Source: an optimization exercise on an open RTL-to-GDS flow (aim: small area). Production flows keep margins and buffers that such runs may drop.
Function was checked by simulation only, so behaviour that the tests miss may differ from the original.
The flow treats the clock pin as an ideal source, which a real chip does not have.
Power is estimated from default activity; no workload was simulated.

File: flow/design.v
package rf_pkg;
   localparam int unsigned XLEN_DEF  = 32;
   localparam int unsigned NREGS_DEF = 32;
   localparam int unsigned NRD_DEF   = 2;
   function automatic int unsigned rf_addr_width(input int unsigned n);
      rf_addr_width = (n < 2) ? 1 : $clog2(n);
   endfunction
endpackage
module rf_rdmux
#(
   parameter int unsigned XLEN = 32,
   parameter int unsigned N    = 32
) (
   input  logic [N-1:0]      i_sel,
   input  logic [N*XLEN-1:0] i_d,
   output logic [XLEN-1:0]   o_d
);
   localparam int unsigned NG = (N - 1) / 3;    
   localparam int unsigned NR = N - 3 * NG;
   for (genvar b = 0; b < int'(XLEN); b++) begin : g_bit
      logic [NG-1:0] w_n;
      for (genvar j = 0; j < int'(NG); j++) begin : g_grp
         rf_aoi222 u_aoi (
            .i_a0 (i_d[(3*j)*XLEN + b]),   .i_s0 (i_sel[3*j]),
            .i_a1 (i_d[(3*j+1)*XLEN + b]), .i_s1 (i_sel[3*j+1]),
            .i_a2 (i_d[(3*j+2)*XLEN + b]), .i_s2 (i_sel[3*j+2]),
            .o_y  (w_n[j])
         );
      end
      if (NR == 2) begin : g_t2
         rf_rdtail2 #(.NG(NG)) u_tail (
            .i_n  (w_n),
            .i_a0 (i_d[(3*NG)*XLEN + b]),   .i_s0 (i_sel[3*NG]),
            .i_a1 (i_d[(3*NG+1)*XLEN + b]), .i_s1 (i_sel[3*NG+1]),
            .o_d  (o_d[b])
         );
      end else begin : g_t1
         rf_rdtail1 #(.NG(NG)) u_tail (
            .i_n  (w_n),
            .i_a0 (i_d[(3*NG)*XLEN + b]),   .i_s0 (i_sel[3*NG]),
            .o_d  (o_d[b])
         );
      end
   end
endmodule
module rf_aoi222 (
   input  logic i_a0, i_s0, i_a1, i_s1, i_a2, i_s2,
   output logic o_y
);
   assign o_y = ~((i_a0 & i_s0) | (i_a1 & i_s1) | (i_a2 & i_s2));
endmodule
module rf_rdtail2 #(parameter int unsigned NG = 10) (
   input  logic [NG-1:0] i_n,
   input  logic          i_a0, i_s0, i_a1, i_s1,
   output logic          o_d
);
   assign o_d = ~&i_n | (i_a0 & i_s0) | (i_a1 & i_s1);
endmodule
module rf_rdtail1 #(parameter int unsigned NG = 10) (
   input  logic [NG-1:0] i_n,
   input  logic          i_a0, i_s0,
   output logic          o_d
);
   assign o_d = ~&i_n | (i_a0 & i_s0);
endmodule
module rf_dec (
   input  logic        i_en,
   input  logic [4:0]  i_a,
   output logic [31:0] o_y
);
   logic [3:0] w_hi;
   logic [7:0] w_lo;
   always_comb begin
      for (int h = 0; h < 4; h++) w_hi[h] = i_en && (i_a[4:3] == 2'(h));
      for (int l = 0; l < 8; l++) w_lo[l] = (i_a[2:0] == 3'(l));
      o_y[0] = 1'b0;
      for (int k = 1; k < 32; k++) o_y[k] = w_hi[k >> 3] && w_lo[k & 7];
   end
endmodule
module rf_scoreboard
#(
   parameter int unsigned XLEN   = rf_pkg::XLEN_DEF,
   parameter int unsigned NREGS  = rf_pkg::NREGS_DEF,
   parameter int unsigned NRD    = rf_pkg::NRD_DEF,
   parameter int unsigned BYPASS = 1,
   localparam int unsigned AW    = rf_pkg::rf_addr_width(NREGS)
) (
   input  logic                clk,
   input  logic                rst_n,
   input  logic [NRD*AW-1:0]   RF_ADR,
   output logic [NRD*XLEN-1:0] RF_RD,
   output logic [NRD-1:0]      RF_BUSY,
   input  logic                ISS_EN,
   input  logic [AW-1:0]       ISS_WA,
   input  logic                WB_EN,
   input  logic [AW-1:0]       WB_WA,
   input  logic [XLEN-1:0]     WB_WD,
   output logic                ISS_WAW,
   output logic                WB_ORPHAN,
   output logic [AW:0]         PEND_CNT
);
   logic [NREGS-1:0] w_wen;      
   logic [NREGS-1:0] w_ien;      
   logic [NREGS-1:0] r_vld;      
   logic [NREGS-1:0] r_pend;     
   logic [AW:0]      r_cnt;
   logic             w_wb_vld;
   logic             w_iss_vld;
   logic             w_same;
   logic             w_p_iss;    
   logic             w_p_wb;     
   assign w_wb_vld  = WB_EN && (WB_WA != '0);
   assign w_iss_vld = ISS_EN && (ISS_WA != '0);
   assign w_same    = w_iss_vld && w_wb_vld && (ISS_WA == WB_WA);
   rf_dec u_dec_wb  (.i_en (WB_EN),  .i_a (WB_WA),  .o_y (w_wen));
   rf_dec u_dec_iss (.i_en (ISS_EN), .i_a (ISS_WA), .o_y (w_ien));
   assign r_vld[0]  = 1'b0;
   assign r_pend[0] = 1'b0;
   for (genvar k = 1; k < int'(NREGS); k++) begin : g_st
      always_ff @(posedge clk or negedge rst_n) begin
         if (!rst_n) begin
            r_vld[k]  <= 1'b0;
            r_pend[k] <= 1'b0;
         end else begin
            r_vld[k]  <= r_vld[k] | w_wen[k];
            r_pend[k] <= w_ien[k] | (r_pend[k] & !w_wen[k]);
         end
      end
   end
   logic [NREGS*XLEN-1:0] r_flat;
   assign r_flat[XLEN-1:0] = '0;
   for (genvar k = 1; k < int'(NREGS); k++) begin : g_reg
      logic [XLEN-1:0] r_q;
      always_ff @(posedge clk) begin
         if (w_wen[k]) r_q <= WB_WD;
      end
      assign r_flat[k*XLEN +: XLEN] = r_q;
   end
   for (genvar g = 0; g < int'(NRD); g++) begin : g_rd
      logic [AW-1:0]    w_adr;
      logic             w_hit;
      logic [NREGS-1:0] w_dec;
      logic [NREGS-1:0] w_sel;
      logic             w_p;
      assign w_adr = RF_ADR[g*AW +: AW];
      assign w_hit = (BYPASS != 0) && w_wb_vld && (WB_WA == w_adr);
      rf_dec u_dec (.i_en (!w_hit), .i_a (w_adr), .o_y (w_dec));
      always_comb begin
         w_sel    = w_dec & r_vld;
         w_sel[0] = w_hit;
      end
      rf_rdmux #(.XLEN(XLEN), .N(NREGS)) u_mux (
         .i_sel (w_sel),
         .i_d   ({r_flat[NREGS*XLEN-1:XLEN], WB_WD}),
         .o_d   (RF_RD[g*XLEN +: XLEN])
      );
      rf_rdmux #(.XLEN(1), .N(NREGS-1)) u_pmux (
         .i_sel (w_dec[NREGS-1:1]),
         .i_d   (r_pend[NREGS-1:1]),
         .o_d   (w_p)
      );
      assign RF_BUSY[g] = w_p;
   end
   rf_rdmux #(.XLEN(1), .N(NREGS-1)) u_pmux_iss (
      .i_sel (w_ien[NREGS-1:1]),
      .i_d   (r_pend[NREGS-1:1]),
      .o_d   (w_p_iss)
   );
   rf_rdmux #(.XLEN(1), .N(NREGS-1)) u_pmux_wb (
      .i_sel (w_wen[NREGS-1:1]),
      .i_d   (r_pend[NREGS-1:1]),
      .o_d   (w_p_wb)
   );
   logic w_set;
   logic w_clr;
   assign w_set = w_iss_vld && !w_p_iss;
   assign w_clr = w_p_wb && !w_same;
   logic          w_mv;
   logic [AW:0]   w_tgl;
   always_comb begin
      w_mv     = w_set ^ w_clr;
      w_tgl[0] = w_mv;
      for (int i = 1; i <= int'(AW); i++)
         w_tgl[i] = w_tgl[i-1] && (r_cnt[i-1] ^ w_clr);
   end
   always_ff @(posedge clk or negedge rst_n) begin
      if (!rst_n) r_cnt <= '0;
      else        r_cnt <= r_cnt ^ w_tgl;
   end
   assign PEND_CNT  = r_cnt;
   assign ISS_WAW   = rst_n && w_p_iss && !w_same;
   assign WB_ORPHAN = rst_n && w_wb_vld && !w_p_wb;
endmodule
File: flow/flow/run.sh
#!/bin/bash
# Own layout flow: the standard ORFS flow with three changes that only affect
# cell choice and count, not the design, constraints, power grid or tap cells:
#  - port buffers use the smallest buffer cell instead of a delay cell,
#  - clock tree without dummy loads, with sink clusters of up to 12 on clkbuf_8,
set -euo pipefail
export BUFFER_PORTS_ARGS="-buffer_cell sky130_fd_sc_hd__buf_1"
export CTS_ARGS="-sink_clustering_enable -repair_clock_nets -dont_use_dummy_load -buf_list {sky130_fd_sc_hd__clkbuf_8} -sink_clustering_size 12 -sink_clustering_max_diameter 50"
bash standard.sh > standard_flow.log 2>&1
File: flow/standard.sh
#!/bin/bash
# synth_recipe.tcl (not shown) runs the flow's synth.tcl, then flattens the netlist and writes it again
# the make line also repeats each setting of config.mk as NAME=value (left out here)
make -C /OpenROAD-flow-scripts/flow DESIGN_CONFIG=/design/flow/config.mk WORK_HOME=/design/flow/orfs CLKGATE_MAP_FILE= SYNTH_SCRIPT=/design/flow/synth_recipe.tcl "${@:-finish}"
File: flow/config.mk
export PLATFORM = sky130hd
export DESIGN_NAME = rf_scoreboard
export DESIGN_NICKNAME = rf_scoreboard
export VERILOG_FILES = /design/flow/design.v
export SDC_FILE = /design/flow/constraint.sdc
export NUM_CORES = 4
export LEC_CHECK = 0
export CAP_MARGIN = 20
export CORE_MARGIN = 2
export CORE_UTILIZATION = 60
export SLEW_MARGIN = 20
export SYNTH_HIERARCHICAL = 1
export SYNTH_MINIMUM_KEEP_SIZE = 0
File: flow/constraint.sdc
create_clock -name core_clock -period 8.0 [get_ports {clk}]
set_input_delay 1.6000 -clock core_clock [delete_from_list [all_inputs] [get_ports {clk}]]
set_output_delay 1.6000 -clock core_clock [all_outputs]
set_load 0.01 [all_outputs]
==> flow_summary_export.csv, run 1 <==
group,metric,value,unit
placement,portBuffers,129,
placement,post-dp-hpwl,96.7,mm
worst_setup_path,crit_arrival,5.97,ns
drt,ant_nets,0,
flow_run,max_cap_viol_count,0,
worst_setup_path,startpoint_type,"input port",
sta,period_minus_slack,7.57,ns
worst_setup_path,rr_startpoint,"r_pend[13]$_DFF_PN0_",
synthesis,synth.net_count,2535,
worst_setup_path,crit_path_top_delay_cell,"or4_4",
power,power_density,214,nW/um2
cells_and_area,syn_to_final_growth,10.8,%
drt,routedWlPerCell,42.9,um
worst_hold_path,hp-class,"flop to flop",
worst_hold_path,min_to,"r_vld[25]$_DFF_PN0_",
power,p_leak,15.3,nW
clocking,cts_buffer_depth,3,
sta,tightest_slew,1.24,ns
clocking,cts_setup_buffers,0,
clocking,cts-root-buf,"clkbuf_8",
drt,drt_iter0_drc,9055,
sta,max_slew_margin,17.2,%
sta,fmax,0.132,GHz
drt,route.detailed.drc,0,
synthesis,avgSynthCellArea,17.4,um2
worst_setup_path,slowest_delay,0.60,ns
worst_setup_path,cp.required,6.40,ns
worst_setup_path,cp_cell_sequence,"buf_1 > or4_4 > o21ai_0 > nor4_1 > nand3_1 > nand4bb_1 > nor2_1 > and2_1 > buf_4 > a222oi_1 > nand4_1 > or4_4 > buf_1",
synthesis,ys.warnings.count,8,
synthesis,syn_inst,2479,
worst_setup_path,path_class,"input port to output port",
cells_and_area,utilization,66.9,%
worst_setup_path,r2r_end,"r_cnt[4]$_DFF_PN0_",
placement,place_congestion,1.08,
sta,rsz0062_at_grt,"no",
drt,via_per_inst,8.62,
drt,wirelength,163,mm
clocking,cts_sinks,1060,
drt,dr_total_vias,32763,
clocking,clock_latency,0.74,ns
grt,grtUsageTotal,43.3,%
sta,slew_viol_final,0,
grt,grt_pass1_wl,226,mm
cells_and_area,layout-drive-gt1-share,15.0,%
worst_setup_path,reg2regPathDepth,8,
clocking,hold_buffers,0,
floorplan,die_area,73900,um2
clocking,clkTransAtPathRegs,0.05,ns
grt,grt_pass1_vias,32076,
worst_setup_path,cp_max_fo,26,
sta,setup_tns,0,ns
grt,grt_max_degree,61,
floorplan,ios,130,
worst_setup_path,path_delay_family,"simple AND/OR/NAND/NOR gates",
sta,fin_crit_sh,94.7,%
clocking,cts.repair.resized,0,
run_status,outcome,"complete, no violations",
grt,antenna_found_initial,4,
cells_and_area,fin_area,47700,um2
clocking,cts_max_level,3,
floorplan,die-width,272,um
sta,hold_violations,0,
grt,gr-total-overflow,0,
power,ir_drop,0.218,mV
worst_setup_path,cp-end-kind,"output port",
clocking,numCtsBuffers,109,
floorplan,start_util,60.4,%
worst_setup_path,reg2reg_slack,4.87,ns
worst_hold_path,min_path_cells,1,
placement,dpl_cell_area,46200,um2
floorplan,dieHeight,272,um
floorplan,rows,98,
synthesis,synthesis.area,43000,um2
drt,firstDrtPassIters,14,
worst_setup_path,critPathBufInv,3,
clocking,cts_tree,"built",
power,power.total,0.0102,W
cells_and_area,nets,2910,
sta,fin_skew,0.0693,ns
sta,setup_viol_count_final,0,
floorplan,fp.coreArea,71200,um2
worst_hold_path,hold_start,"r_vld[25]$_DFF_PN0_",
sta,holdWs,0.475,ns
worst_setup_path,cp.depth,13,
-- worst max path at each step --
stage          startpoint         to  slack, ns
2_1_floorplan    WB_WA[2]  WB_ORPHAN       1.97
3_3_place_gp     WB_WA[1]   RF_RD[2]       0.75
3_5_place_dp     WB_WA[2]  RF_RD[31]       0.61
4_1_cts          WB_WA[2]  RF_RD[31]       0.59
5_1_grt          WB_WA[2]  RF_RD[31]       0.34
6_report         WB_WA[2]  RF_RD[31]       0.43
-- metal layers --
| layer | part of all wire (%) | vias up | GRT usage, % | wire [um] |
|---|---|---|---|---|
| met5 | 0.0098 | - | 0 | 16 |
| met4 | 7.3 | 2 | 27.7 | 12000 |
| met2 | 44 | 3535 | 64.3 | 71300 |
| met1 | 33 | 16053 | 56.7 | 53200 |
| met3 | 16 | 591 | 12.4 | 26600 |
| li1 | - | 12582 | - | - |
-- flip-flops by register name, summed over array words and instances, names as in the netlist --
signal  flops
g.r_q     992
r_pend     31
r_vld      31
r_cnt       6
-- cell type report --
| class | instances | area, um2 |
|---|---|---|
| flip-flops and latches | 1060 | 31500 |
| clock buffers | 109 | 1500 |
| diodes | 1 | 2.50 |
| multi-input cells | 1369 | 11600 |
| repair buffers | 278 | 1730 |
| fillers | 4962 | 23600 |
| well taps | 950 | 1190 |
| inverters | 36 | 135 |
-- layout by cell type, fill, tap and decap left out, drive strengths merged, types with 3 or more instances in the layout --
cell and instances:
and2 63, dfrtp 68, a21o 32, xor2 7, nor4 3, buf 278
xnor2 14, or4 65, a22oi 3, nand4bb 12, nand2 73, or4b 4
edfxtp 992, nor2 128, nand4b 12, inv 36, nand4 141, nand2b 9
nand3 3, a22o 64, clkbuf 109, a2111o 4, a222oi 680, or2 37
-- power breakdown --
group          internal [W]  switching (W)
clock               0.00120        0.00173
combinational      0.000309       0.000591
sequential          0.00621       0.000143
total               0.00772        0.00246
-- per-stage QoR --
step,cells,setup WS [ns]
floorplan,2479,1.97
finish,3803,0.428
detailed placement,3693,0.607
global route,3803,0.339
CTS,3802,0.591
global placement,3691,0.755
==> inputs of run 2 (changes only) <==
==> flow/flow/run.sh (replaced) <==
#!/bin/bash
# Own layout flow: the standard ORFS flow (standard.sh) with changes that only
# affect cell choice and count, not the design, constraints, power grid or tap cells:
#  - synthesis is the standard synthesis script, except that ABC maps the
#    combinational logic with an area-oriented script (flow/area.abc) and without
#    its gate upsizing; flip-flop mapping is unchanged,
#  - port buffers use the smallest buffer cell instead of a delay cell,
#  - clock tree without dummy loads, with sink clusters of up to 12 on clkbuf_8,
set -euo pipefail
here=$(pwd)
export MY_ABC_SCRIPT="$here/flow/area.abc"
export BUFFER_PORTS_ARGS="-buffer_cell sky130_fd_sc_hd__buf_1"
export CTS_ARGS="-sink_clustering_enable -repair_clock_nets -dont_use_dummy_load -buf_list {sky130_fd_sc_hd__clkbuf_8} -sink_clustering_size 12 -sink_clustering_max_diameter 50"
sed "s#SYNTH_SCRIPT=[^ ]*synth_recipe.tcl#SYNTH_SCRIPT=$here/flow/synth.tcl#" standard.sh > own_standard.sh
grep -q "SYNTH_SCRIPT=$here/flow/synth.tcl" own_standard.sh
bash own_standard.sh > standard_flow.log 2>&1
==> flow/flow/area.abc (new file) <==
&get -n
&st
&dch
&nf -R 1000
&st
&syn2
&if -g -K 6
&synch2
&nf -R 1000
&put
topo
==> flow/flow/synth.tcl (new file) <==
# Synthesis script: synth_recipe.tcl with ABC given flow/area.abc (MY_ABC_SCRIPT) in place of ORFS's script.
proc synth {args} { yosys synth -nofsm -noshare {*}$args }
proc abc {args} {
  set i [lsearch -exact $args -script]
  if {$i >= 0 && [info exists ::env(MY_ABC_SCRIPT)]} { lset args [expr {$i+1}] $::env(MY_ABC_SCRIPT) }
  yosys abc {*}$args
}
source $::env(SCRIPTS_DIR)/synth.tcl
# left out here: clear keep_hierarchy, flatten, clean up, hide names made inside functions, write 1_2_yosys.v
==> run 2 against run 1 <==
  * Still clean
  * Maximum frequency up 5.2%
  * Area after synthesis is 1.4% lower
  * Die area decreased by 1.4%
==> flow_summary_export.csv, run 2 <==
group,metric,value,unit
worst_setup_path,cp_max_fo,14,
drt,firstDrtPassIters,15,
flow_run,max_cap_viol_count,0,
worst_setup_path,crit_top_cell,"nand4_1",
power,power_frac_seq,62.9,%
cells_and_area,utilization,67.9,%
clocking,cts-root-buf,"clkbuf_8",
cells_and_area,layout_commonest_cell,"edfxtp_1",
grt,antenna_found_initial,8,
clocking,numCtsBuffers,108,
worst_setup_path,cp_cell_sequence,"buf_1 > or4_1 > o21ai_0 > nor4_1 > nand3_1 > nand4_1 > nor2_1 > and2_1 > buf_4 > buf_4 > a222oi_1 > nand4_1 > nor2_1 > nand4_1 > buf_1",
grt,grt_pass1_wl,231,mm
clocking,clock_latency,0.74,ns
drt,wirelength,166,mm
worst_setup_path,cp.required,6.40,ns
cells_and_area,layout-drive-gt1-share,11.8,%
floorplan,rows,97,
clocking,cts_setup_buffers,0,
cells_and_area,instances_no_fill,3813,
cells_and_area,fin_area,47500,um2
synthesis,avgSynthCellArea,17.1,um2
power,p_switching,0.00248,W
worst_setup_path,slowest_delay,0.73,ns
cells_and_area,fillers,4762,
grt,grt_max_degree,71,
power,p_int,0.00765,W
clocking,cts_buffer_depth,3,
clocking,cts_tree,"built",
sta,period_minus_slack,7.20,ns
sta,setup_tns,0,ns
worst_setup_path,reg2reg_slack,4.78,ns
sta,setup_viol_count_final,0,
power,ir_drop,0.167,mV
clocking,cts.repair.resized,0,
grt,grt_pass1_vias,32562,
power,power_frac_comb,8.1,%
sta,fin_skew,0.0531,ns
floorplan,ios,130,
drt,drt_iter0_drc,9777,
worst_setup_path,crit_path_top_delay_cell,"and2_1",
worst_setup_path,crit_arrival,5.60,ns
floorplan,die_area,72900,um2
clocking,hold_buffers,0,
floorplan,fp.coreArea,70000,um2
clocking,clkTransAtPathRegs,0.07,ns
cells_and_area,largest_register_ffs,992,
worst_setup_path,path_delay_family,"simple AND/OR/NAND/NOR gates",
sta,hold_violations,0,
floorplan,dieHeight,270,um
placement,post-place-cells,3700,
worst_setup_path,cp-end-kind,"output port",
power,p_sw_share,24.5,%
power,p_leak,14.8,nW
sta,fmax,0.139,GHz
worst_setup_path,path_class,"input port to output port",
clocking,cts_max_level,3,
cells_and_area,mostFrequentLayoutCells,"edfxtp_1, a222oi_1, nand4_1",
sta,rsz0062_at_grt,"no",
drt,dr_total_vias,33330,
placement,portBuffers,129,
drt,route.detailed.drc,0,
drt,via_per_inst,8.74,
drt,routedWlPerCell,43.7,um
cells_and_area,syn_to_final_growth,12.1,%
grt,gr-total-overflow,0,
grt,grtUsageTotal,44.8,%
synthesis,synthesis.area,42400,um2
floorplan,die-width,270,um
power,p_clk_share,29.0,%
sta,max_slew_margin,22.3,%
sta,slew_viol_final,0,
clocking,cts_sinks,1060,
run_status,outcome,"complete, no violations",
worst_setup_path,critPathBufInv,4,
cells_and_area,regMostFlops,"g.r_q",
sta,fin_crit_sh,90.0,%
synthesis,synth.net_count,2531,
synthesis,syn_inst,2475,
power,power_density,213,nW/um2
placement,place_congestion,1.02,
placement,post-dp-hpwl,97.3,mm
cells_and_area,reg_top3,"g.r_q: 992 flops, r_pend: 31 flops, r_vld: 31 flops",
sta,tightest_slew,1.17,ns
placement,dpl_cell_area,46000,um2
synthesis,ys.warnings.count,8,
drt,ant_nets,0,
worst_setup_path,startpoint_type,"input port",
floorplan,start_util,60.6,%
cells_and_area,nets,2927,
worst_hold_path,hp-class,"flop to flop",
run 2: path summary, 6_finish.rpt:
kind                                     start             endpoint  cells past startpoint
setup / recovery                      WB_WA[1]            RF_RD[58]                     15
hold / removal             r_vld[25]$_DFF_PN0_  r_vld[25]$_DFF_PN0_                      1
setup reg to reg           r_pend[7]$_DFF_PN0_   r_cnt[5]$_DFF_PN0_                      9
hold reg to reg            r_vld[25]$_DFF_PN0_  r_vld[25]$_DFF_PN0_                      1
max in group asynchronous                rst_n  r_vld[27]$_DFF_PN0_                      3
min in group asynchronous                rst_n   r_cnt[5]$_DFF_PN0_                      2
run 2: worst reg2reg max path, cell delays in order, from the launching register on:
cell	delay [ns]
dfrtp_1	0.49
a222oi_1	0.66
nand2_1	0.18
a2111o_1	0.47
nor2_1	0.43
and3_1	0.28
nand2b_1	0.15
nand2b_1	0.09
or2_0	0.24
xnor2_1	0.14
run 2: area by class of cell:
cell class	instances	area, um2	area share [%]
antenna	4	10.0	0.0211
clock buffer	108	1490	3.13
inverter	35	131	0.276
multi-input combinational	1378	11100	23.3
sequential	1060	31500	66.2
tap	940	1180	2.47
timing repair buffer	288	2180	4.58
run 2: per-layer routing:
layer	vias up	GRT usage (%)	wire length (um)
li1	12569	-	-
met1	16260	58.2	53700
met2	3713	65.5	71400
met3	774	16.8	30200
met4	14	24.2	10900
met5	-	1.97	231
run 2: through the flow:
stage | hold WS (ns) | power, W | setup slack [ns]
final | 0.490 | 0.0101 | 0.801
after global routing | 0.495 | 0.0104 | 0.643
after CTS | 0.485 | 0.0101 | 0.960
after detailed placement | 0.474 | 0.00727 | 0.955
after global placement | 0.465 | 0.00725 | 0.993
after floorplan | 0.452 | 0.00679 | 1.87
run 2: power by group through the flow:
stage	sequential [W]	combinational [W]	clock (W)
floorplan	0.00643	0.000359	0
global placement	0.00648	0.000768	0
detailed placement	0.00649	0.000782	0
CTS	0.00636	0.000784	0.00293
global route	0.00638	0.000847	0.00314
finish	0.00637	0.000818	0.00294
==> inputs of run 3 (changes only) <==
--- a/flow/config.mk
+++ b/flow/config.mk
@@ -7,7 +7,7 @@
 export LEC_CHECK = 0
 export CAP_MARGIN = 20
 export CORE_MARGIN = 2
-export CORE_UTILIZATION = 60
+export CORE_UTILIZATION = 70
 export SLEW_MARGIN = 20
 export SYNTH_HIERARCHICAL = 1
 export SYNTH_MINIMUM_KEEP_SIZE = 0
==> run 3 against run 2 <==
  * Clock skew up 0.045 ns
  * Largest power group unchanged
  * Utilization up 10 points
  * Largest cell class unchanged
  * Still clean on timing, DRC and antenna
  * Routed wire length down 2.9%
  * Combinational power up 3.3%
  * Synthesized cell count unchanged
  * Maximum frequency down 3.9%
  * Register-to-register slack better by 0.11 ns
  * Via count up 2.8%
  * Final area down 1.2%
  * Area after synthesis unchanged
==> flow_summary_export.csv, run 3 <==
group,metric,value,unit
run_status,outcome,"complete, no violations",
cells_and_area,multi_input_area,11000,um2
clocking,cts-root-buf,"clkbuf_8",
worst_setup_path,cp_max_fo,12,
synthesis,avgSynthCellArea,17.1,um2
placement,place_congestion,1.13,
worst_setup_path,crit_path_top_delay_cell,"and2_1",
power,power_density,214,nW/um2
clocking,hold_buffers,0,
drt,routedWlPerCell,44.3,um
clocking,cts_buffer_depth,3,
sta,fin_crit_sh,93.6,%
cells_and_area,regMostFlops,"g.r_q",
clocking,cts_max_level,3,
synthesis,ys.warnings.count,8,
drt,ant_nets,0,
cells_and_area,largest_register_ffs,992,
synthesis,synthesis.area,42400,um2
worst_setup_path,startpoint_type,"input port",
clocking,cts_tree,"built",
clocking,numCtsBuffers,103,
grt,grtUsageTotal,50.9,%
floorplan,die-width,250,um
floorplan,die_area,62600,um2
sta,max_slew_margin,13.6,%
worst_setup_path,path_class,"input port to output port",
worst_hold_path,hp-class,"flop to flop",
worst_setup_path,slowest_delay,0.72,ns
grt,grt_max_degree,37,
worst_setup_path,cp_cell_sequence,"buf_1 > or4_1 > o21ai_0 > nor4_1 > nand3_1 > nor2b_1 > nand3_1 > nor2_1 > and2_1 > a222oi_1 > nand4_1 > nor2_1 > nand4_1 > buf_1",
worst_setup_path,crit_arrival,5.89,ns
sta,setup_slack,0.512,ns
floorplan,dieHeight,250,um
clocking,cts_sinks,1060,
floorplan,start_util,70.6,%
power,p_leak,14.6,nW
sta,setup_viol_count_final,0,
synthesis,syn_inst,2475,
placement,post-dp-hpwl,94.0,mm
floorplan,ios,130,
clocking,clkTransAtPathRegs,0.08,ns
cells_and_area,fillers,3346,
sta,hold_violations,0,
cells_and_area,mostFrequentLayoutCells,"edfxtp_1, a222oi_1, nand4_1",
sta,tightest_slew,1.30,ns
placement,dp_slack,0.822,ns
drt,firstDrtPassIters,17,
floorplan,rows,90,
grt,gr-total-overflow,0,
sta,slew_viol_final,0,
sta,setup_tns,0,ns
worst_setup_path,cp-end-kind,"output port",
drt,wirelength,162,mm
worst_setup_path,cp.required,6.40,ns
sta,fin_skew,0.0977,ns
drt,via_per_inst,9.40,
synthesis,synth.net_count,2531,
power,ir_drop,0.200,mV
drt,drt_iter0_drc,10940,
grt,grt_pass1_vias,33287,
flow_run,max_cap_viol_count,0,
drt,dr_total_vias,34278,
clocking,clock_latency,0.74,ns
floorplan,fp.coreArea,60100,um2
grt,antenna_found_initial,17,
sta,fmax,0.134,GHz
clocking,cts.repair.resized,0,
grt,grt_pass1_wl,225,mm
cells_and_area,reg_top3,"g.r_q: 992 flops, r_pend: 31 flops, r_vld: 31 flops",
drt,route.detailed.drc,0,
cells_and_area,seq_area,31500,um2
cells_and_area,nets,2917,
sta,period_minus_slack,7.49,ns
cells_and_area,layout-drive-gt1-share,10.2,%
sta,rsz0062_at_grt,"no",
cells_and_area,syn_to_final_growth,10.7,%
placement,portBuffers,129,
cells_and_area,layout_commonest_cell,"edfxtp_1",
clocking,cts_setup_buffers,0,
-- run 3: worst max-delay path: cells and delay by family --
family	cells	cell delay, ns
AOI/OAI and AO/OA	2	0.65
buffers and inverters	2	0.50
and+or+nand+nor	10	3.12
-- run 3: power by group --
group | internal (W) | leakage (nW) | switching, W
logic | 0.000245 | 4.15 | 0.000600
registers | 0.00621 | 9.74 | 0.000148
clock network | 0.00114 | 0.741 | 0.00170
total | 0.00759 | 14.6 | 0.00245
-- run 3: area by class of cell --
type / instances / share of cell area, %
inverter: 35 / 0.280
antenna: 7 / 0.0373
sequential: 1060 / 67.0
timing repair buffer: 283 / 4.08
multi-input combinational: 1378 / 23.5
tap: 782 / 2.08
clock buffer: 103 / 3.02
-- run 3: final timing paths --
check	from	end	slack, ns	cells after the start
max in group asynchronous	rst_n	r_pend[8]$_DFF_PN0_	5.83	2
hold reg to reg	r_cnt[5]$_DFF_PN0_	r_cnt[5]$_DFF_PN0_	0.47	1
setup reg to reg	r_pend[19]$_DFF_PN0_	r_cnt[5]$_DFF_PN0_	4.89	9
hold / removal	r_cnt[5]$_DFF_PN0_	r_cnt[5]$_DFF_PN0_	0.47	1
setup / recovery	WB_WA[2]	RF_RD[51]	0.51	14
min in group asynchronous	rst_n	r_vld[24]$_DFF_PN0_	1.00	1
-- run 3: layer usage --
metal	part of all wire (%)	global-route usage (%)	routed length, um
met5	0.071	1.24	114
met4	7.2	28.3	11600
met3	22	24.4	34800
met2	41	71.2	66600
met1	30	65.7	48600
-- run 3: per-stage QoR --
stage	utilization [%]	instance area, um2	total power [W]	cells	hold WS, ns
finish	78.1	47000	0.0100	3648	0.474
global placement	75.7	45500	0.00722	3538	0.465
CTS	78.1	47000	0.00994	3641	0.477
detailed placement	75.7	45500	0.00726	3538	0.464
global route	78.1	47000	0.0102	3642	0.492
floorplan	-	42400	0.00679	2475	0.452
==> inputs of run 4 (changes only) <==
--- a/flow/flow/run.sh
+++ b/flow/flow/run.sh
@@ -6,11 +6,17 @@
 #    its gate upsizing; flip-flop mapping is unchanged,
 #  - port buffers use the smallest buffer cell instead of a delay cell,
 #  - clock tree without dummy loads, with sink clusters of up to 12 on clkbuf_8,
+#  - the repair steps may not use buffers larger than buf_4 (ORFS step hooks that
+#    only add set_dont_use; flow/nbb_place.tcl, flow/nbb_late.tcl).
 set -euo pipefail
 here=$(pwd)
 export MY_ABC_SCRIPT="$here/flow/area.abc"
 export BUFFER_PORTS_ARGS="-buffer_cell sky130_fd_sc_hd__buf_1"
 export CTS_ARGS="-sink_clustering_enable -repair_clock_nets -dont_use_dummy_load -buf_list {sky130_fd_sc_hd__clkbuf_8} -sink_clustering_size 12 -sink_clustering_max_diameter 50"
+export PRE_GLOBAL_PLACE_TCL="$here/flow/nbb_place.tcl"
+export PRE_RESIZE_TCL="$here/flow/nbb_place.tcl"
+export PRE_CTS_TCL="$here/flow/nbb_late.tcl"
+export PRE_GLOBAL_ROUTE_TCL="$here/flow/nbb_late.tcl"
 sed "s#SYNTH_SCRIPT=[^ ]*synth_recipe.tcl#SYNTH_SCRIPT=$here/flow/synth.tcl#" standard.sh > own_standard.sh
 grep -q "SYNTH_SCRIPT=$here/flow/synth.tcl" own_standard.sh
 bash own_standard.sh > standard_flow.log 2>&1
==> flow/flow/nbb_late.tcl (new file) <==
# Clock tree and global route repair: no buffer larger than buf_4 (CTS keeps its clkbuf_8).
set_dont_use {sky130_fd_sc_hd__buf_6 sky130_fd_sc_hd__buf_8 sky130_fd_sc_hd__buf_12 sky130_fd_sc_hd__buf_16 sky130_fd_sc_hd__clkbuf_16 sky130_fd_sc_hd__bufbuf_8 sky130_fd_sc_hd__bufbuf_16 sky130_fd_sc_hd__bufinv_8 sky130_fd_sc_hd__bufinv_16}
==> flow/flow/nbb_place.tcl (new file) <==
# Placement and placement repair: no buffer larger than buf_4 / clkbuf_4.
set_dont_use {sky130_fd_sc_hd__buf_6 sky130_fd_sc_hd__buf_8 sky130_fd_sc_hd__buf_12 sky130_fd_sc_hd__buf_16 sky130_fd_sc_hd__clkbuf_8 sky130_fd_sc_hd__clkbuf_16 sky130_fd_sc_hd__bufbuf_8 sky130_fd_sc_hd__bufbuf_16 sky130_fd_sc_hd__bufinv_8 sky130_fd_sc_hd__bufinv_16}
--- a/flow/config.mk
+++ b/flow/config.mk
@@ -7,7 +7,7 @@
 export LEC_CHECK = 0
 export CAP_MARGIN = 20
 export CORE_MARGIN = 2
-export CORE_UTILIZATION = 70
+export CORE_UTILIZATION = 60
 export SLEW_MARGIN = 20
 export SYNTH_HIERARCHICAL = 1
 export SYNTH_MINIMUM_KEEP_SIZE = 0
==> run 4 against run 3 <==
  * Non-clock buffer count is 33 higher
  * Critical path depth stayed put
  * Routed wire length is 3.8% higher
  * Maximum frequency is 2.8% lower
  * Sequential power hardly changed
  * Via count is 2.0% lower
  * Worst hold slack better by 0.0075 ns
  * Highest routed layer unchanged
  * Register-to-register slack worse by 0.05 ns
  * Still clean on timing, DRC and antenna
  * Synthesized cell count stayed put
  * Critical endpoint is now RF_RD[46]
  * Sequential share of layout area is 0.15 points higher
  * Area after synthesis stayed put
==> flow_summary_export.csv, run 4 <==
group,metric,value,unit
grt,grt_max_degree,43,
worst_setup_path,critPathBufInv,3,
worst_setup_path,crit_arrival,6.11,ns
sta,setup_slack,0.294,ns
worst_setup_path,reg2regPathDepth,9,
floorplan,ios,130,
floorplan,die_area,72900,um2
floorplan,rows,97,
sta,rsz0062_at_grt,"no",
power,p_int,0.00765,W
clocking,clkTransAtPathRegs,0.08,ns
sta,slew_viol_final,0,
floorplan,die-width,270,um
grt,grt_pass1_wl,233,mm
power,p_switching,0.00249,W
worst_setup_path,cp_max_fo,12,
synthesis,avgSynthCellArea,17.1,um2
run_status,outcome,"complete, no violations",
grt,antenna_found_initial,10,
flow_run,max_cap_viol_count,0,
power,power_frac_seq,62.8,%
drt,route.detailed.drc,0,
clocking,numCtsBuffers,109,
worst_hold_path,min_to,"r_cnt[5]$_DFF_PN0_",
worst_setup_path,slowest_delay,0.93,ns
worst_setup_path,cp.required,6.40,ns
sta,hold_violations,0,
sta,tightest_slew,1.30,ns
sta,holdWs,0.482,ns
worst_setup_path,reg2reg_slack,4.84,ns
sta,fin_skew,0.103,ns
placement,place_congestion,1.12,
power,p_clk_share,29.0,%
grt,gr-total-overflow,0,
drt,via_per_inst,8.74,
worst_setup_path,path_class,"input port to output port",
floorplan,start_util,60.6,%
worst_setup_path,crit_path_top_delay_cell,"and2_1",
power,ir_drop,0.188,mV
cells_and_area,reg_top3,"g.r_q: 992 flops, r_pend: 31 flops, r_vld: 31 flops",
worst_hold_path,hold_start,"r_cnt[5]$_DFF_PN0_",
cells_and_area,utilization,66.9,%
sta,period_minus_slack,7.71,ns
cells_and_area,fin_area,46900,um2
cells_and_area,largest_register_ffs,992,
drt,routedWlPerCell,43.7,um
cells_and_area,nets,2956,
drt,dr_total_vias,33580,
power,p_sw_share,24.6,%
sta,max_slew_margin,13.1,%
cells_and_area,mostFrequentLayoutCells,"edfxtp_1, a222oi_1, nand4_1",
floorplan,dieHeight,270,um
cells_and_area,layout-drive-gt1-share,10.9,%
clocking,cts.repair.resized,0,
clocking,hold_buffers,0,
grt,grt_pass1_vias,31933,
clocking,cts_tree,"built",
placement,post-dp-hpwl,107,mm
sta,fmax,0.130,GHz
worst_setup_path,cp.depth,14,
grt,use_met2,64.0,%
worst_hold_path,min_path_cells,1,
synthesis,synth.net_count,2531,
drt,drt_iter0_drc,10497,
sta,setup_viol_count_final,0,
worst_setup_path,r2r_end,"r_cnt[5]$_DFF_PN0_",
clocking,clock_latency,0.75,ns
worst_setup_path,cp-end-kind,"output port",
clocking,cts_sinks,1060,
worst_setup_path,startpoint_type,"input port",
grt,grtUsageTotal,45.2,%
power,p_leak,14.6,nW
power,power_frac_comb,8.3,%
placement,portBuffers,129,
drt,ant_nets,0,
worst_setup_path,cp_cell_sequence,"buf_1 > or4_1 > o21ai_0 > nor4_1 > nand3_1 > nand3_1 > nor2_1 > and2_1 > buf_2 > a222oi_1 > nand4_1 > nor2_1 > nand4_1 > buf_1",
synthesis,synthesis.area,42400,um2
power,power_density,216,nW/um2
cells_and_area,regMostFlops,"g.r_q",
grt,use_met1,61.6,%
worst_setup_path,path_delay_family,"simple AND/OR/NAND/NOR gates",
synthesis,syn_inst,2475,
placement,dp_slack,0.555,ns
worst_setup_path,rr_startpoint,"r_pend[25]$_DFF_PN0_",
floorplan,fp.coreArea,70000,um2
grt,use_met3,18.9,%
grt,busiest_layer,"met2",
worst_hold_path,hp-class,"flop to flop",
cells_and_area,fillers,4836,
drt,firstDrtPassIters,17,
cells_and_area,syn_to_final_growth,10.5,%
cells_and_area,layout_commonest_cell,"edfxtp_1",
sta,fin_crit_sh,96.3,%
drt,wirelength,168,mm
sta,setup_tns,0,ns
placement,dpl_cell_area,45400,um2
synthesis,ys.warnings.count,8,
clocking,cts_setup_buffers,0,
==> run 4: routing by layer <==
metal  part of all wire [%]  vias up
met1                     33    16359
met3                     20      703
met5                  0.052        -
li1                       -    12637
met4                    5.4       14
met2                     42     3867
==> run 4: area by class of cell <==
| cell class | count | area [um2] | area share [%] |
|---|---|---|---|
| Antenna cell | 3 | 7.51 | 0.0160 |
| Clock buffer | 109 | 1500 | 3.20 |
| Inverter | 35 | 131 | 0.280 |
| Multi-Input combinational cell | 1378 | 11100 | 23.6 |
| Sequential cell | 1060 | 31500 | 67.2 |
| Tap cell | 940 | 1180 | 2.51 |
| Timing Repair Buffer | 316 | 1500 | 3.21 |
==> run 4: stage by stage <==
stage	power, W	cells
after global placement	0.00724	3727
after floorplan	0.00679	2475
after global routing	0.0104	3839
after detailed placement	0.00727	3729
final	0.0101	3841
after CTS	0.0101	3838
==> run 4: worst max-delay path by stage <==
| stage | startpoint | to | slack [ns] |
|---|---|---|---|
| after global placement | WB_WA[1] | RF_RD[35] | 0.53 |
| after detailed placement | WB_WA[1] | RF_RD[35] | 0.56 |
| final | WB_WA[1] | RF_RD[46] | 0.29 |
| after floorplan | WB_WA[1] | RF_RD[0] | 1.87 |
| after CTS | WB_WA[1] | RF_RD[35] | 0.53 |
| after global routing | WB_WA[1] | RF_RD[49] | 0.24 |
==> run 4: power groups by stage <==
stage / clock, W / sequential (W) / combinational (W)
2_1_floorplan: 0 / 0.00643 / 0.000359
6_report: 0.00294 / 0.00636 / 0.000838
5_1_grt: 0.00313 / 0.00637 / 0.000859
4_1_cts: 0.00293 / 0.00635 / 0.000795
3_3_place_gp: 0 / 0.00646 / 0.000778
3_5_place_dp: 0 / 0.00647 / 0.000792
==> inputs of run 5 (changes only) <==
--- a/flow/flow/run.sh
+++ b/flow/flow/run.sh
@@ -5,14 +5,14 @@
 #    combinational logic with an area-oriented script (flow/area.abc) and without
 #    its gate upsizing; flip-flop mapping is unchanged,
 #  - port buffers use the smallest buffer cell instead of a delay cell,
-#  - clock tree without dummy loads, with sink clusters of up to 12 on clkbuf_8,
+#  - clock tree without dummy loads, with sink clusters of up to 8 on clkbuf_4,
 #  - the repair steps may not use buffers larger than buf_4 (ORFS step hooks that
 #    only add set_dont_use; flow/nbb_place.tcl, flow/nbb_late.tcl).
 set -euo pipefail
 here=$(pwd)
 export MY_ABC_SCRIPT="$here/flow/area.abc"
 export BUFFER_PORTS_ARGS="-buffer_cell sky130_fd_sc_hd__buf_1"
-export CTS_ARGS="-sink_clustering_enable -repair_clock_nets -dont_use_dummy_load -buf_list {sky130_fd_sc_hd__clkbuf_8} -sink_clustering_size 12 -sink_clustering_max_diameter 50"
+export CTS_ARGS="-sink_clustering_enable -repair_clock_nets -dont_use_dummy_load -buf_list {sky130_fd_sc_hd__clkbuf_4} -sink_clustering_size 8 -sink_clustering_max_diameter 40"
 export PRE_GLOBAL_PLACE_TCL="$here/flow/nbb_place.tcl"
 export PRE_RESIZE_TCL="$here/flow/nbb_place.tcl"
 export PRE_CTS_TCL="$here/flow/nbb_late.tcl"
==> flow/flow/nbb_late.tcl (replaced) <==
# Clock tree and global route repair: no buffer larger than buf_4 (CTS uses clkbuf_4).
set_dont_use {sky130_fd_sc_hd__buf_6 sky130_fd_sc_hd__buf_8 sky130_fd_sc_hd__buf_12 sky130_fd_sc_hd__buf_16 sky130_fd_sc_hd__clkbuf_16 sky130_fd_sc_hd__bufbuf_8 sky130_fd_sc_hd__bufbuf_16 sky130_fd_sc_hd__bufinv_8 sky130_fd_sc_hd__bufinv_16}
==> run 5 against run 4 <==
  * Still clean on timing, DRC and antenna
  * Final area fell by 0.64%
  * Sequential cell count unchanged
  * Area after synthesis did not move
  * Critical path depth up 1
  * Clock-buffer cell count is 50 higher
  * Power shrank 2.9%
  * Final cell count up 1.4%
  * Non-clock buffer count is the same
  * Combinational power barely moved
==> flow_summary_export.csv, run 5 <==
group,metric,value,unit
run_status,outcome,"complete, no violations",
worst_setup_path,crit_arrival,6.04,ns
floorplan,dieHeight,270,um
floorplan,die_area,72900,um2
worst_hold_path,hp-class,"flop to flop",
worst_setup_path,r2r_end,"r_cnt[5]$_DFF_PN0_",
grt,antenna_found_initial,12,
grt,grt_pass1_vias,32325,
worst_setup_path,cp_cell_sequence,"buf_1 > or4_1 > o21ai_0 > nor4_1 > nand3_1 > nor2b_1 > nand2_1 > nor2_1 > and2_1 > buf_4 > a222oi_1 > nand4_1 > nor2_1 > nand4_1 > buf_1",
sta,fmax,0.131,GHz
cells_and_area,mostFrequentLayoutCells,"edfxtp_1, a222oi_1, nand4_1",
cells_and_area,seq_area,31500,um2
placement,portBuffers,129,
sta,setup_viol_count_final,0,
power,power.total,0.00984,W
drt,routedWlPerCell,43.2,um
floorplan,start_util,60.6,%
sta,slew_viol_final,0,
power,power_density,211,nW/um2
cells_and_area,multi_input_area,11100,um2
worst_setup_path,reg2reg_slack,4.87,ns
drt,ant_nets,0,
drt,via_per_inst,8.74,
placement,dpl_cell_area,45400,um2
power,p_leak,14.6,nW
cells_and_area,fin_area,46600,um2
placement,post-dp-hpwl,107,mm
worst_setup_path,startpoint_type,"input port",
cells_and_area,syn_to_final_growth,9.78,%
cells_and_area,regMostFlops,"g.r_q",
sta,period_minus_slack,7.64,ns
worst_setup_path,critPathBufInv,3,
clocking,cts.repair.resized,0,
clocking,clock_latency,1.05,ns
grt,grt_max_degree,43,
floorplan,rows,97,
floorplan,fp.coreArea,70000,um2
worst_hold_path,min_to,"r_cnt[5]$_DFF_PN0_",
cells_and_area,reg_top3,"g.r_q: 992 flops, r_pend: 31 flops, r_vld: 31 flops",
sta,fin_crit_sh,95.5,%
synthesis,syn_inst,2475,
worst_setup_path,cp-end-kind,"output port",
worst_setup_path,rr_startpoint,"r_pend[28]$_DFF_PN0_",
cells_and_area,layout-drive-gt1-share,12.4,%
cells_and_area,largest_register_ffs,992,
synthesis,synth.net_count,2531,
worst_setup_path,path_class,"input port to output port",
worst_setup_path,cp.required,6.40,ns
worst_setup_path,slowest_delay,0.78,ns
sta,hold_violations,0,
worst_setup_path,cp_max_fo,16,
power,ir_drop,0.184,mV
clocking,numCtsBuffers,159,
sta,tightest_slew,1.29,ns
grt,grt_pass1_wl,233,mm
placement,place_congestion,1.12,
sta,setup_tns,0,ns
cells_and_area,fillers,4933,
clocking,hold_buffers,0,
floorplan,die-width,270,um
worst_hold_path,min_path_cells,1,
clocking,cts_sinks,1060,
worst_setup_path,reg2regPathDepth,9,
synthesis,synthesis.area,42400,um2
cells_and_area,layout_commonest_cell,"edfxtp_1",
drt,wirelength,168,mm
drt,dr_total_vias,34008,
worst_hold_path,hold_start,"r_cnt[5]$_DFF_PN0_",
worst_setup_path,crit_path_top_delay_cell,"and2_1",
cells_and_area,nets,3006,
grt,gr-total-overflow,0,
drt,drt_iter0_drc,9753,
sta,fin_skew,0.110,ns
sta,max_slew_margin,14.1,%
clocking,cts_tree,"built",
grt,grtUsageTotal,45.4,%
synthesis,avgSynthCellArea,17.1,um2
flow_run,max_cap_viol_count,0,
clocking,clkTransAtPathRegs,0.08,ns
worst_setup_path,cp.depth,15,
worst_setup_path,path_delay_family,"simple AND/OR/NAND/NOR gates",
synthesis,ys.warnings.count,8,
sta,rsz0062_at_grt,"no",
clocking,cts_setup_buffers,0,
floorplan,ios,130,
drt,route.detailed.drc,0,
drt,firstDrtPassIters,15,
-- run 5: per-layer routing --
| layer | up-vias | GRT usage [%] | share of wire, % |
|---|---|---|---|
| met5 | - | 0 | 0.058 |
| met4 | 16 | 20.3 | 5.5 |
| met2 | 3920 | 64.1 | 42 |
| met3 | 734 | 20.2 | 20 |
| met1 | 16523 | 61.0 | 33 |
| li1 | 12815 | - | - |
-- run 5: through the flow --
| stage | utilization, % | cells | hold slack (ns) | setup slack [ns] |
|---|---|---|---|---|
| CTS | 66.5 | 3888 | 0.478 | 0.539 |
| floorplan | - | 2475 | 0.452 | 1.87 |
| detailed placement | 64.8 | 3729 | 0.466 | 0.555 |
| global placement | 64.8 | 3727 | 0.462 | 0.532 |
| finish | 66.5 | 3893 | 0.476 | 0.361 |
| global route | 66.5 | 3890 | 0.513 | 0.237 |
-- run 5: worst max-delay path by stage --
stage          startpoint   endpoint  slack [ns]
2_1_floorplan    WB_WA[1]   RF_RD[0]        1.87
3_3_place_gp     WB_WA[1]  RF_RD[35]        0.53
3_5_place_dp     WB_WA[1]  RF_RD[35]        0.56
4_1_cts          WB_WA[1]  RF_RD[35]        0.54
5_1_grt          WB_WA[1]  RF_RD[49]        0.24
6_report         WB_WA[2]  RF_RD[49]        0.36
-- run 5: layout make-up --
| type | instances | area share, % |
|---|---|---|
| Sequential cell | 1060 | 67.6 |
| Multi-Input combinational cell | 1378 | 23.8 |
| Timing Repair Buffer | 316 | 3.23 |
| Clock buffer | 159 | 2.56 |
| Tap cell | 940 | 2.52 |
| Inverter | 35 | 0.282 |
| Antenna cell | 5 | 0.0269 |
-- run 5: where the power goes --
| part | internal [W] | switching, W |
|---|---|---|
| clock | 0.000910 | 0.00174 |
| combinational | 0.000233 | 0.000604 |
| sequential | 0.00621 | 0.000150 |
==> inputs of run 6 (changes only) <==
--- a/flow/flow/run.sh
+++ b/flow/flow/run.sh
@@ -5,14 +5,14 @@
 #    combinational logic with an area-oriented script (flow/area.abc) and without
 #    its gate upsizing; flip-flop mapping is unchanged,
 #  - port buffers use the smallest buffer cell instead of a delay cell,
-#  - clock tree without dummy loads, with sink clusters of up to 8 on clkbuf_4,
+#  - clock tree without dummy loads, with sink clusters of up to 10 on clkbuf_4,
 #  - the repair steps may not use buffers larger than buf_4 (ORFS step hooks that
 #    only add set_dont_use; flow/nbb_place.tcl, flow/nbb_late.tcl).
 set -euo pipefail
 here=$(pwd)
 export MY_ABC_SCRIPT="$here/flow/area.abc"
 export BUFFER_PORTS_ARGS="-buffer_cell sky130_fd_sc_hd__buf_1"
-export CTS_ARGS="-sink_clustering_enable -repair_clock_nets -dont_use_dummy_load -buf_list {sky130_fd_sc_hd__clkbuf_4} -sink_clustering_size 8 -sink_clustering_max_diameter 40"
+export CTS_ARGS="-sink_clustering_enable -repair_clock_nets -dont_use_dummy_load -buf_list {sky130_fd_sc_hd__clkbuf_4} -sink_clustering_size 10 -sink_clustering_max_diameter 45"
 export PRE_GLOBAL_PLACE_TCL="$here/flow/nbb_place.tcl"
 export PRE_RESIZE_TCL="$here/flow/nbb_place.tcl"
 export PRE_CTS_TCL="$here/flow/nbb_late.tcl"
==> run 6 against run 5 <==
  * Combinational power about the same
  * Routed wire length hardly changed
  * Still clean on timing, DRC and antenna
  * Sequential cell count unchanged
  * Die area did not move
  * Highest routed layer unchanged
  * Critical endpoint is now RF_RD[3]
==> flow_summary_export.csv, run 6 <==
group,metric,value,unit
drt,firstDrtPassIters,17,
worst_setup_path,cp.required,6.40,ns
sta,slew_viol_final,0,
cells_and_area,layout_commonest_cell,"edfxtp_1",
worst_setup_path,cp_max_fo,17,
clocking,cts_setup_buffers,0,
worst_hold_path,min_path_cells,1,
cells_and_area,syn_to_final_growth,9.36,%
sta,fin_skew,0.104,ns
floorplan,ios,130,
worst_setup_path,r2r_end,"r_cnt[5]$_DFF_PN0_",
floorplan,start_util,60.6,%
worst_setup_path,crit_path_top_delay_cell,"and2_1",
run_status,outcome,"complete, no violations",
worst_setup_path,slowest_delay,0.88,ns
grt,antenna_found_initial,6,
worst_setup_path,reg2regPathDepth,9,
power,ir_drop,0.206,mV
worst_setup_path,path_class,"input port to output port",
grt,grt_pass1_vias,32049,
sta,fin_crit_sh,95.9,%
clocking,clock_latency,0.99,ns
drt,dr_total_vias,33860,
floorplan,rows,97,
worst_setup_path,path_delay_family,"simple AND/OR/NAND/NOR gates",
floorplan,die_area,72900,um2
grt,gr-total-overflow,0,
power,power_density,208,nW/um2
cells_and_area,fillers,4942,
cells_and_area,multi_input_area,11100,um2
cells_and_area,layout-drive-gt1-share,11.7,%
sta,max_slew_margin,11.6,%
synthesis,synth.net_count,2531,
worst_setup_path,cp_cell_sequence,"buf_1 > or4_1 > o21ai_0 > nor4_1 > nand3_1 > nor2b_1 > nand2_1 > nor2_1 > and2_1 > buf_4 > a222oi_1 > nand4_1 > nor2_1 > nand4_1 > buf_1",
clocking,cts_sinks,1060,
sta,setup_tns,0,ns
floorplan,die-width,270,um
worst_setup_path,rr_startpoint,"r_pend[25]$_DFF_PN0_",
drt,drt_iter0_drc,10378,
placement,dpl_cell_area,45400,um2
placement,place_congestion,1.12,
worst_setup_path,cp-end-kind,"output port",
placement,portBuffers,129,
worst_setup_path,startpoint_type,"input port",
worst_hold_path,min_to,"r_cnt[5]$_DFF_PN0_",
placement,post-dp-hpwl,107,mm
flow_run,max_cap_viol_count,0,
floorplan,fp.coreArea,70000,um2
worst_setup_path,reg2reg_slack,4.85,ns
grt,grt_pass1_wl,233,mm
clocking,numCtsBuffers,135,
sta,holdWs,0.475,ns
cells_and_area,fin_area,46400,um2
grt,grt_max_degree,43,
synthesis,synthesis.area,42400,um2
sta,period_minus_slack,7.67,ns
worst_hold_path,hp-class,"flop to flop",
sta,fmax,0.130,GHz
cells_and_area,regMostFlops,"g.r_q",
clocking,hold_buffers,0,
drt,routedWlPerCell,43.5,um
sta,setup_viol_count_final,0,
cells_and_area,largest_register_ffs,992,
drt,wirelength,168,mm
worst_setup_path,crit_arrival,6.07,ns
power,p_leak,14.5,nW
cells_and_area,reg_top3,"g.r_q: 992 flops, r_pend: 31 flops, r_vld: 31 flops",
clocking,clkTransAtPathRegs,0.10,ns
synthesis,ys.warnings.count,8,
worst_hold_path,hold_start,"r_cnt[5]$_DFF_PN0_",
drt,via_per_inst,8.75,
cells_and_area,mostFrequentLayoutCells,"edfxtp_1, a222oi_1, nand4_1",
floorplan,dieHeight,270,um
clocking,cts.repair.resized,0,
grt,grtUsageTotal,45.3,%
cells_and_area,nets,2983,
sta,rsz0062_at_grt,"no",
drt,ant_nets,0,
cells_and_area,utilization,66.3,%
sta,tightest_slew,1.33,ns
synthesis,syn_inst,2475,
synthesis,avgSynthCellArea,17.1,um2
drt,route.detailed.drc,0,
sta,hold_violations,0,
worst_setup_path,critPathBufInv,3,
clocking,cts_tree,"built",
cells_and_area,seq_area,31500,um2
run 6: final cells by class:
type / count / share of cell area, %
clock buffer: 135 / 2.18
antenna: 4 / 0.0216
sequential: 1060 / 67.9
multi-input combinational: 1378 / 23.9
tap: 940 / 2.53
inverter: 35 / 0.283
timing repair buffer: 317 / 3.25
run 6: worst max-delay path by stage:
stage,from,endpoint,slack [ns],depth (start not counted)
floorplan,WB_WA[1],RF_RD[0],1.87,12
finish,WB_WA[1],RF_RD[3],0.33,15
detailed placement,WB_WA[1],RF_RD[35],0.56,15
global placement,WB_WA[1],RF_RD[35],0.53,15
CTS,WB_WA[1],RF_RD[35],0.54,15
global route,WB_WA[1],RF_RD[35],0.25,15
run 6: per-layer routing:
layer  vias up  part of all wire (%)  global-route usage, %
met5         -                0.0048                      0
met2      3874                    42                   64.0
met4         2                   5.4                   19.6
li1      12757                     -                      -
met1     16554                    33                   61.4
met3       673                    20                   19.9
run 6: power by group:
part | switching (W) | leakage (nW) | internal, W
Combinational | 0.000603 | 4.10 | 0.000233
Clock | 0.00170 | 0.621 | 0.000777
Sequential | 0.000151 | 9.74 | 0.00621
Total | 0.00245 | 14.5 | 0.00722
run 6: worst register-to-register path, cell delays in order (launching register included):
cell	delay, ns
dfrtp_1	0.47
a222oi_1	0.71
nand4_1	0.24
a2111o_1	0.46
nand2_1	0.30
and3_1	0.26
nand2b_1	0.16
nand2b_1	0.10
or2_0	0.25
xnor2_1	0.13
run 6: metrics by stage:
step / total power (W) / setup slack, ns / cells
2_1_floorplan: 0.00679 / 1.87 / 2475
3_3_place_gp: 0.00724 / 0.532 / 3727
3_5_place_dp: 0.00727 / 0.555 / 3729
4_1_cts: 0.00961 / 0.538 / 3864
5_1_grt: 0.00991 / 0.251 / 3867
6_report: 0.00967 / 0.327 / 3869

[afterwards: timing with drivers on the ports]
How much do the figures lean on ideal ports? The routed layouts below were timed once more, with nothing changed but the port constraints.
Step 1 sets driving cells, clkbuf_16 on the clock port and buf_2 on the other inputs (assumed; they add their load-dependent delay and slew).
Step 2 moves the port delays by t, midway between the first and last clock arrival at a register: inputs arrive t later, outputs are due t later. That takes back most of the time a late clock gives input paths.
Three values: ideal, step 1, step 2; two values: the first two.
| run | shift t [ns] | slack for setup (ns) | worst data-port slew with drivers (ns) |
|---|---|---|---|
| run 1 | 0.775 | 0.428 / 0.393 / 0.393 | 0.04 |
| run 2 | 0.795 | 0.801 / 0.769 / 0.769 | 0.16 |
| run 3 | 0.764 | 0.512 / 0.491 / 0.491 | 0.05 |
| run 4 | 0.770 | 0.294 / 0.270 / 0.270 | 0.13 |
| run 5 | 1.053 | 0.361 / 0.333 / 0.333 | 0.13 |
| run 6 | 1.013 | 0.327 / 0.305 / 0.305 | 0.14 |
After both steps every run listed still meets setup and hold. The setup slack of run 1, which loses most, moves by -0.035 ns with the drivers and by -0.035 ns with both steps.
